From an optimization exercise on the open Yosys and OpenROAD flow, aimed at small area, a short achievable clock period and few clock cycles per item; shortcuts taken in it are not production practice. No functional check of the RTL was part of this run.

--- flow/run.sh ---
#!/bin/bash
# synth_recipe.tcl (not shown) runs the flow's synth.tcl, then flattens the netlist and writes it again
# the make line also repeats each setting of config.mk as NAME=value (left out here)
make -C /OpenROAD-flow-scripts/flow DESIGN_CONFIG=/design/flow/config.mk WORK_HOME=/design/flow/orfs CLKGATE_MAP_FILE= SYNTH_SCRIPT=/design/flow/synth_recipe.tcl finish
--- flow/design.v ---
module key_expansion_engine (
    input  logic         clk,
    input  logic         rst,
    input  logic [127:0] key_in,
    input  logic         key_valid,
    output logic         key_ready,
    input  logic         abort,
    output logic [31:0]  rk_word,
    output logic [5:0]   rk_index,
    output logic [3:0]   rk_round,
    output logic         rk_valid,
    input  logic         rk_ready,
    output logic         rk_last,
    output logic         busy
);
    logic [31:0] s [4];
    logic [5:0]  idx;
    logic        busy_q;    
    logic        valid_q;   
    logic        ready_q;   
    logic        last_q;
    function automatic logic [7:0] sbox(input logic [7:0] a);
        logic U0, U1, U2, U3, U4, U5, U6, U7;
        logic T1, T2, T3, T4, T5, T6, T7, T8, T9, T10, T11, T12;
        logic T13, T14, T15, T16, T17, T18, T19, T20, T21, T22, T23, T24;
        logic T25, T26, T27;
        logic M1, M2, M3, M4, M5, M6, M7, M8, M9, M10, M11, M12;
        logic M13, M14, M15, M16, M17, M18, M19, M20, M21, M22, M23, M24;
        logic M25, M26, M27, M28, M29, M30, M31, M32, M33, M34, M35, M36;
        logic M37, M38, M39, M40, M41, M42, M43, M44, M45, M46, M47, M48;
        logic M49, M50, M51, M52, M53, M54, M55, M56, M57, M58, M59, M60;
        logic M61, M62, M63;
        logic L0, L1, L2, L3, L4, L5, L6, L7, L8, L9, L10, L11;
        logic L12, L13, L14, L15, L16, L17, L18, L19, L20, L21, L22, L23;
        logic L24, L25, L26, L27, L28, L29;
        logic S0, S1, S2, S3, S4, S5, S6, S7;
        {U0, U1, U2, U3, U4, U5, U6, U7} = a;
        T1 = U0 ^ U3;
        T2 = U0 ^ U5;
        T3 = U0 ^ U6;
        T4 = U3 ^ U5;
        T5 = U4 ^ U6;
        T6 = T1 ^ T5;
        T7 = U1 ^ U2;
        T8 = U7 ^ T6;
        T9 = U7 ^ T7;
        T10 = T6 ^ T7;
        T11 = U1 ^ U5;
        T12 = U2 ^ U5;
        T13 = T3 ^ T4;
        T14 = T6 ^ T11;
        T15 = T5 ^ T11;
        T16 = T5 ^ T12;
        T17 = T9 ^ T16;
        T18 = U3 ^ U7;
        T19 = T7 ^ T18;
        T20 = T1 ^ T19;
        T21 = U6 ^ U7;
        T22 = T7 ^ T21;
        T23 = T2 ^ T22;
        T24 = T2 ^ T10;
        T25 = T20 ^ T17;
        T26 = T3 ^ T16;
        T27 = T1 ^ T12;
        M1 = T13 & T6;
        M2 = T23 & T8;
        M3 = T14 ^ M1;
        M4 = T19 & U7;
        M5 = M4 ^ M1;
        M6 = T3 & T16;
        M7 = T22 & T9;
        M8 = T26 ^ M6;
        M9 = T20 & T17;
        M10 = M9 ^ M6;
        M11 = T1 & T15;
        M12 = T4 & T27;
        M13 = M12 ^ M11;
        M14 = T2 & T10;
        M15 = M14 ^ M11;
        M16 = M3 ^ M2;
        M17 = M5 ^ T24;
        M18 = M8 ^ M7;
        M19 = M10 ^ M15;
        M20 = M16 ^ M13;
        M21 = M17 ^ M15;
        M22 = M18 ^ M13;
        M23 = M19 ^ T25;
        M24 = M22 ^ M23;
        M25 = M22 & M20;
        M26 = M21 ^ M25;
        M27 = M20 ^ M21;
        M28 = M23 ^ M25;
        M29 = M28 & M27;
        M30 = M26 & M24;
        M31 = M20 & M23;
        M32 = M27 & M31;
        M33 = M27 ^ M25;
        M34 = M21 & M22;
        M35 = M24 & M34;
        M36 = M24 ^ M25;
        M37 = M21 ^ M29;
        M38 = M32 ^ M33;
        M39 = M23 ^ M30;
        M40 = M35 ^ M36;
        M41 = M38 ^ M40;
        M42 = M37 ^ M39;
        M43 = M37 ^ M38;
        M44 = M39 ^ M40;
        M45 = M42 ^ M41;
        M46 = M44 & T6;
        M47 = M40 & T8;
        M48 = M39 & U7;
        M49 = M43 & T16;
        M50 = M38 & T9;
        M51 = M37 & T17;
        M52 = M42 & T15;
        M53 = M45 & T27;
        M54 = M41 & T10;
        M55 = M44 & T13;
        M56 = M40 & T23;
        M57 = M39 & T19;
        M58 = M43 & T3;
        M59 = M38 & T22;
        M60 = M37 & T20;
        M61 = M42 & T1;
        M62 = M45 & T4;
        M63 = M41 & T2;
        L0 = M61 ^ M62;
        L1 = M50 ^ M56;
        L2 = M46 ^ M48;
        L3 = M47 ^ M55;
        L4 = M54 ^ M58;
        L5 = M49 ^ M61;
        L6 = M62 ^ L5;
        L7 = M46 ^ L3;
        L8 = M51 ^ M59;
        L9 = M52 ^ M53;
        L10 = M53 ^ L4;
        L11 = M60 ^ L2;
        L12 = M48 ^ M51;
        L13 = M50 ^ L0;
        L14 = M52 ^ M61;
        L15 = M55 ^ L1;
        L16 = M56 ^ L0;
        L17 = M57 ^ L1;
        L18 = M58 ^ L8;
        L19 = M63 ^ L4;
        L20 = L0 ^ L1;
        L21 = L1 ^ L7;
        L22 = L3 ^ L12;
        L23 = L18 ^ L2;
        L24 = L15 ^ L9;
        L25 = L6 ^ L10;
        L26 = L7 ^ L9;
        L27 = L8 ^ L10;
        L28 = L11 ^ L14;
        L29 = L11 ^ L17;
        S0 = L6 ^ L24;
        S1 = ~(L16 ^ L26);
        S2 = ~(L19 ^ L28);
        S3 = L6 ^ L21;
        S4 = L20 ^ L22;
        S5 = L25 ^ L29;
        S6 = ~(L13 ^ L27);
        S7 = ~(L6 ^ L23);
        sbox = {S0, S1, S2, S3, S4, S5, S6, S7};
    endfunction
    function automatic logic [7:0] rcon_of(input logic [3:0] r);
        case (r)
            4'd0:    rcon_of = 8'h01;
            4'd1:    rcon_of = 8'h02;
            4'd2:    rcon_of = 8'h04;
            4'd3:    rcon_of = 8'h08;
            4'd4:    rcon_of = 8'h10;
            4'd5:    rcon_of = 8'h20;
            4'd6:    rcon_of = 8'h40;
            4'd7:    rcon_of = 8'h80;
            4'd8:    rcon_of = 8'h1b;
            default: rcon_of = 8'h36;
        endcase
    endfunction
    logic [1:0]  j;
    logic [7:0]  sb_in, sb;
    logic [31:0] x0, x1, x2, x3;
    logic        clr;
    assign j = idx[1:0];
    always_comb begin
        case (j)
            2'd0:    sb_in = s[3][23:16];
            2'd1:    sb_in = s[2][15:8];
            2'd2:    sb_in = s[1][7:0];
            default: sb_in = s[0][31:24];
        endcase
        sb = sbox(sb_in);
    end
    assign x0 = s[1] ^ {24'h0, sb};
    assign x1 = x0 ^ s[2];
    assign x2 = x1 ^ s[3];
    assign x3 = x2 ^ s[0];
    assign clr  = rst | abort;
    always_ff @(posedge clk) begin
        if (!busy_q || rst) begin
            s[0] <= key_in[127:96];
            s[1] <= key_in[95:64];
            s[2] <= key_in[63:32];
            s[3] <= key_in[31:0];
        end else if (rk_ready) begin
            case (j)
                2'd0: begin
                    s[0] <= s[1];
                    s[1] <= s[2];
                    s[2] <= s[3];
                    s[3] <= s[0] ^ {sb ^ rcon_of(idx[5:2]), 24'h0};
                end
                2'd1: begin
                    s[0] <= s[1];
                    s[1] <= s[2];
                    s[2] <= s[3] ^ {8'h0, sb, 16'h0};
                    s[3] <= s[0];
                end
                2'd2: begin
                    s[0] <= s[1];
                    s[1] <= s[2] ^ {16'h0, sb, 8'h0};
                    s[2] <= s[3];
                    s[3] <= s[0];
                end
                default: begin
                    s[0] <= x0;
                    s[1] <= x1;
                    s[2] <= x2;
                    s[3] <= x3;
                end
            endcase
        end
    end
    always_ff @(posedge clk) begin
        if (clr) begin
            busy_q  <= 1'b0;
            valid_q <= 1'b0;
            ready_q <= 1'b1;
            idx     <= 6'd0;
            last_q  <= 1'b0;
        end else if (!busy_q) begin
            busy_q  <= key_valid;
            valid_q <= key_valid;
            ready_q <= !key_valid;
            idx     <= 6'd0;
            last_q  <= 1'b0;
        end else if (rk_ready) begin
            if (last_q) begin
                busy_q  <= 1'b0;
                valid_q <= 1'b0;
                ready_q <= 1'b1;
            end
            idx    <= idx + 6'd1;
            last_q <= (idx == 6'd42);
        end
    end
    assign key_ready = ready_q;
    assign busy      = valid_q;
    assign rk_valid  = valid_q;
    assign rk_word   = s[0];
    assign rk_index  = idx;
    assign rk_round  = idx[5:2];
    assign rk_last   = last_q;
endmodule
--- flow/constraint.sdc ---
create_clock -name core_clock -period 18.0 [get_ports {clk}]
set_input_delay 3.6000 -clock core_clock [delete_from_list [all_inputs] [get_ports {clk}]]
set_output_delay 3.6000 -clock core_clock [all_outputs]
set_load 0.01 [all_outputs]
--- flow/config.mk ---
export PLATFORM = sky130hd
export DESIGN_NAME = key_expansion_engine
export DESIGN_NICKNAME = key_expansion_engine
export VERILOG_FILES = /design/flow/design.v
export SDC_FILE = /design/flow/constraint.sdc
export NUM_CORES = 4
export LEC_CHECK = 0
export CAP_MARGIN = 20
export CORE_MARGIN = 2
export CORE_UTILIZATION = 40
export SLEW_MARGIN = 20
==> out/summary.md <==
• timing/DRC/antenna clean — result of the run
• 0.1220 GHz — Max Clock Freq
• 0.4554 — final clock period utilization by the worst path
• 179 — Top Ports
• 5 — count of TritonRoute iterations in the first routing pass
• 0.9312 — weighted congestion reported at the end of routability-driven placement
• 21.47 um — WL per Instance
• 9155 — vias in the first global route
• 170.0 um — width of the die
• 0.01102 mm^2 — Syn Std Cell Area
• 35410 um — detailed-route wire length
• sky130_fd_sc_hd__nand2_1 — cell with the most instances after synthesis
• 4 — depth of the CTS H-tree
• 8370 ps — arrival time at the worst endpoint
• 25450 um — DPL Wire Length
• 17 — number of buffers created by CTS
• 0 — number of antenna diodes
• 464.5 ps — worst hold slack
• 1434 — Layout Nets
• 2 — count of yosys warnings during synthesis
• 2 — instance count along the most critical hold path
• 0 — endpoints failing setup
• flop — category of the worst setup path launch point
• 170.0 um — height of the chip
• 979.5 ps — actual slew at the worst max-slew pin
• 1161 — Post-Syn Instances
• 0 ps — TNS Setup
• 0 — number of slew-limit violations in the final report
• 0.3816 — sequential cell area fraction in the yosys report
• done — TritonCTS clock tree
• 178 — # port buffers
• 19 — largest fanout on the critical path
• 9.488 um^2 — average footprint of a synthesized cell
• sky130_fd_sc_hd__edfxtp_1 — top_reg_cell synth
• 0.5031 — post-route core utilization
• 1300 — nets in the synthesized netlist
• 0 — residual DRC count
• 84 — number of distinct library cells after synthesis
• 0 — asr flop ratio synth
• 0 — total overflow reported by the global router
• 0 — max-capacitance violation count
• flop — kind of end point of the critical path
• sky130_fd_sc_hd__edfxtp_1 — largest area contributor in the netlist
• 0.02888 mm^2 — Die Area
• 0 — number of failing hold endpoints at the final stage
• false — RSZ-0062 raised after global routing
• 60 — row count
• 0.09404 — ratio of cells with drive above 1 in the final layout
• flop to flop — type of the worst min-delay path
• 18170 ps — endpoint required time on the critical path
• 146 — #FFs+latches synth
• 0.3489 — area share of the largest cell type after synthesis
• 128 — number of flops mapped to enable cells by yosys
• 946 — DRC marker count from the first detailed-route iteration
• 5.843 — Via density
• 420 ps — source-to-sink clock delay at the later pin of the worst-skew pair
• 10.84 ps — worst clock skew on the final layout
• 0 — number of hold-repair buffers added at the cts stage
• flop to flop — path type of the worst setup path
• 2551 — Filler Cells Inserted
• 0.2416 — global-route usage over all layers
• 9635 — count of vias placed by the detailed router
• 2 — maximum number of buffers from clock root to sink
• 0 — initial antenna violation count
• 23.43% — area growth from synthesis to layout
• 0.4076 — initial standard-cell utilization of the core
• 0.02703 mm^2 — area of the core region
• 0 — antenna viol nets, final
• 0 — setup fix buffers added after clock tree synthesis
• 0.3438 — relative slew slack
• sky130_fd_sc_hd__edfxtp_1, sky130_fd_sc_hd__xor2_1, sky130_fd_sc_hd__xnor2_1 — cells taking the most area after synthesis
• 8197 ps — time the final worst path needs with I/O delays and setup
• 67 — maximum number of pins on one net before global-route repair
• 0 — # resized after CTS
• sky130_fd_sc_hd__nand2_1, sky130_fd_sc_hd__nor2_1, sky130_fd_sc_hd__edfxtp_1 — commonest cells in the netlist
• 70 ps — post-CTS clock slew at the launch and capture registers of the worst setup and hold paths
• sky130_fd_sc_hd__clkbuf_16 — CTS Root Cell
• 22 — worst-case reg-to-reg path depth
• 53410 um — first-pass GRT wire length
• 146 — Sinks on Clock Net
-- logic make-up (layout without fill, tap and decap cells) --
kind of cell	count (synthesis)	in the layout	synth area share
multiplexers	10	10	0.01011
adder cells (fa/ha/maj)	6	6	0.006815
flip-flops	146	146	0.3816
buffers and inverters	93	240	0.03669
AO/OA/AOI/OAI	283	283	0.1840
AND/OR/NAND/NOR	424	424	0.1755
XOR/XNOR	199	199	0.2052
-- cells in the final DEF, fill, tap and decap left out, types with 7 or more instances in the layout --
| master | n |
|---|---|
| sky130_fd_sc_hd__a21oi_1 | 52 |
| sky130_fd_sc_hd__a221oi_1 | 40 |
| sky130_fd_sc_hd__a22o_1 | 8 |
| sky130_fd_sc_hd__a22oi_1 | 7 |
| sky130_fd_sc_hd__a31oi_1 | 43 |
| sky130_fd_sc_hd__buf_4 | 13 |
| sky130_fd_sc_hd__clkbuf_16 | 18 |
| sky130_fd_sc_hd__clkdlybuf4s50_1 | 178 |
| sky130_fd_sc_hd__dfxtp_1 | 18 |
| sky130_fd_sc_hd__edfxtp_1 | 128 |
| sky130_fd_sc_hd__inv_1 | 15 |
| sky130_fd_sc_hd__mux2i_1 | 7 |
| sky130_fd_sc_hd__nand2_1 | 160 |
| sky130_fd_sc_hd__nand2b_1 | 9 |
| sky130_fd_sc_hd__nand3_1 | 37 |
| sky130_fd_sc_hd__nand4_1 | 12 |
| sky130_fd_sc_hd__nor2_1 | 137 |
| sky130_fd_sc_hd__nor2b_1 | 9 |
| sky130_fd_sc_hd__o211ai_1 | 8 |
| sky130_fd_sc_hd__o21ai_0 | 46 |
| sky130_fd_sc_hd__o22ai_1 | 11 |
| sky130_fd_sc_hd__or2_2 | 17 |
| sky130_fd_sc_hd__or3_1 | 8 |
| sky130_fd_sc_hd__xnor2_1 | 68 |
| sky130_fd_sc_hd__xnor2_2 | 9 |
| sky130_fd_sc_hd__xnor3_1 | 21 |
| sky130_fd_sc_hd__xor2_1 | 88 |
-- worst max-delay path, cell delays in order (launching register included) --
cell and delay, ps:
sky130_fd_sc_hd__dfxtp_1 510, sky130_fd_sc_hd__clkinv_1 410, sky130_fd_sc_hd__ha_1 550, sky130_fd_sc_hd__a222oi_1 580, sky130_fd_sc_hd__a21oi_4 200, sky130_fd_sc_hd__xnor2_1 330, sky130_fd_sc_hd__xor2_1 700, sky130_fd_sc_hd__nand2_1 140
sky130_fd_sc_hd__nand2_1 180, sky130_fd_sc_hd__inv_1 80, sky130_fd_sc_hd__ha_1 300, sky130_fd_sc_hd__xor2_1 190, sky130_fd_sc_hd__xnor2_1 420, sky130_fd_sc_hd__xnor3_1 760, sky130_fd_sc_hd__nor2_1 110, sky130_fd_sc_hd__o2111ai_2 100
sky130_fd_sc_hd__o41ai_2 120, sky130_fd_sc_hd__nor4_4 610, sky130_fd_sc_hd__xnor3_2 620, sky130_fd_sc_hd__xnor2_2 490, sky130_fd_sc_hd__xnor2_1 140, sky130_fd_sc_hd__a221oi_1 290, sky130_fd_sc_hd__nor2_1 70
-- path summary, 6_finish.rpt --
kind	startpoint	slack, ps	to
setup reg to reg	idx[1]	9800	s[1][6]
setup / recovery	idx[1]	9800	s[1][6]
hold reg to reg	ready_q	460	ready_q
hold / removal	ready_q	460	ready_q
-- sequential cells by signal, summed over array words and instances (netlist names), named ones only --
signal   flops
valid_q      1
ready_q      1
last_q       1
busy_q       1
s          128
idx          6
-- cell type report --
class | count | area (um^2) | share of cell area
inverters | 17 | 63.81 | 0.004693
multi-input cells | 922 | 6464 | 0.4754
clock inverters | 12 | 91.34 | 0.006718
clock buffers | 20 | 467.9 | 0.03442
flip-flops and latches | 146 | 4204 | 0.3092
repair buffers | 191 | 1879 | 0.1382
well taps | 341 | 426.7 | 0.03138
-- routing by layer --
layer  part of all wire  global-route usage  vias to the layer above
met5                  0                   0                        -
met4              0.023             0.06875                        0
met3              0.054             0.03116                       59
met2               0.46              0.3870                      373
met1               0.46              0.3435                     4706
li1                   -                   -                     4497
-- per-stage QoR --
step | area (um^2) | setup WS (ps) | cells
2_1_floorplan | 11020 | 10480 | 1161
3_3_place_gp | 13040 | 10050 | 1617
3_5_place_dp | 13040 | 9892 | 1617
4_1_cts | 13600 | 9847 | 1649
5_1_grt | 13600 | 9334 | 1649
6_report | 13600 | 9803 | 1649

## static timing again, ports no longer ideal
The results above use ideal ports. As a check the final layout listed here was re-extracted and re-timed, cells and wires unchanged. Step 1: set_driving_cell puts a clkbuf_16 on clk and a buf_2 on each other input, an assumption about the parent block. Step 2 times the ports against the registers' clock, not the clock port: input delays grow and output delays shrink by t, the midpoint of the rising clock arrivals with the driver on. Slacks: ideal / step 1 / step 2; pairs: ideal / step 1.
t, ns: 0.466
setup WS [ns]: 9.803 / 9.803 / 9.803
worst hold slack (ns): 0.464 / 0.464 / 0.464
worst setup path at the end: register to register
slew at the worst register clock pin (ns): 0.07 / 0.07
After both steps this run still meets setup and hold. The setup slack of this run moves by 0.000 ns with the drivers and by 0.000 ns with both steps.
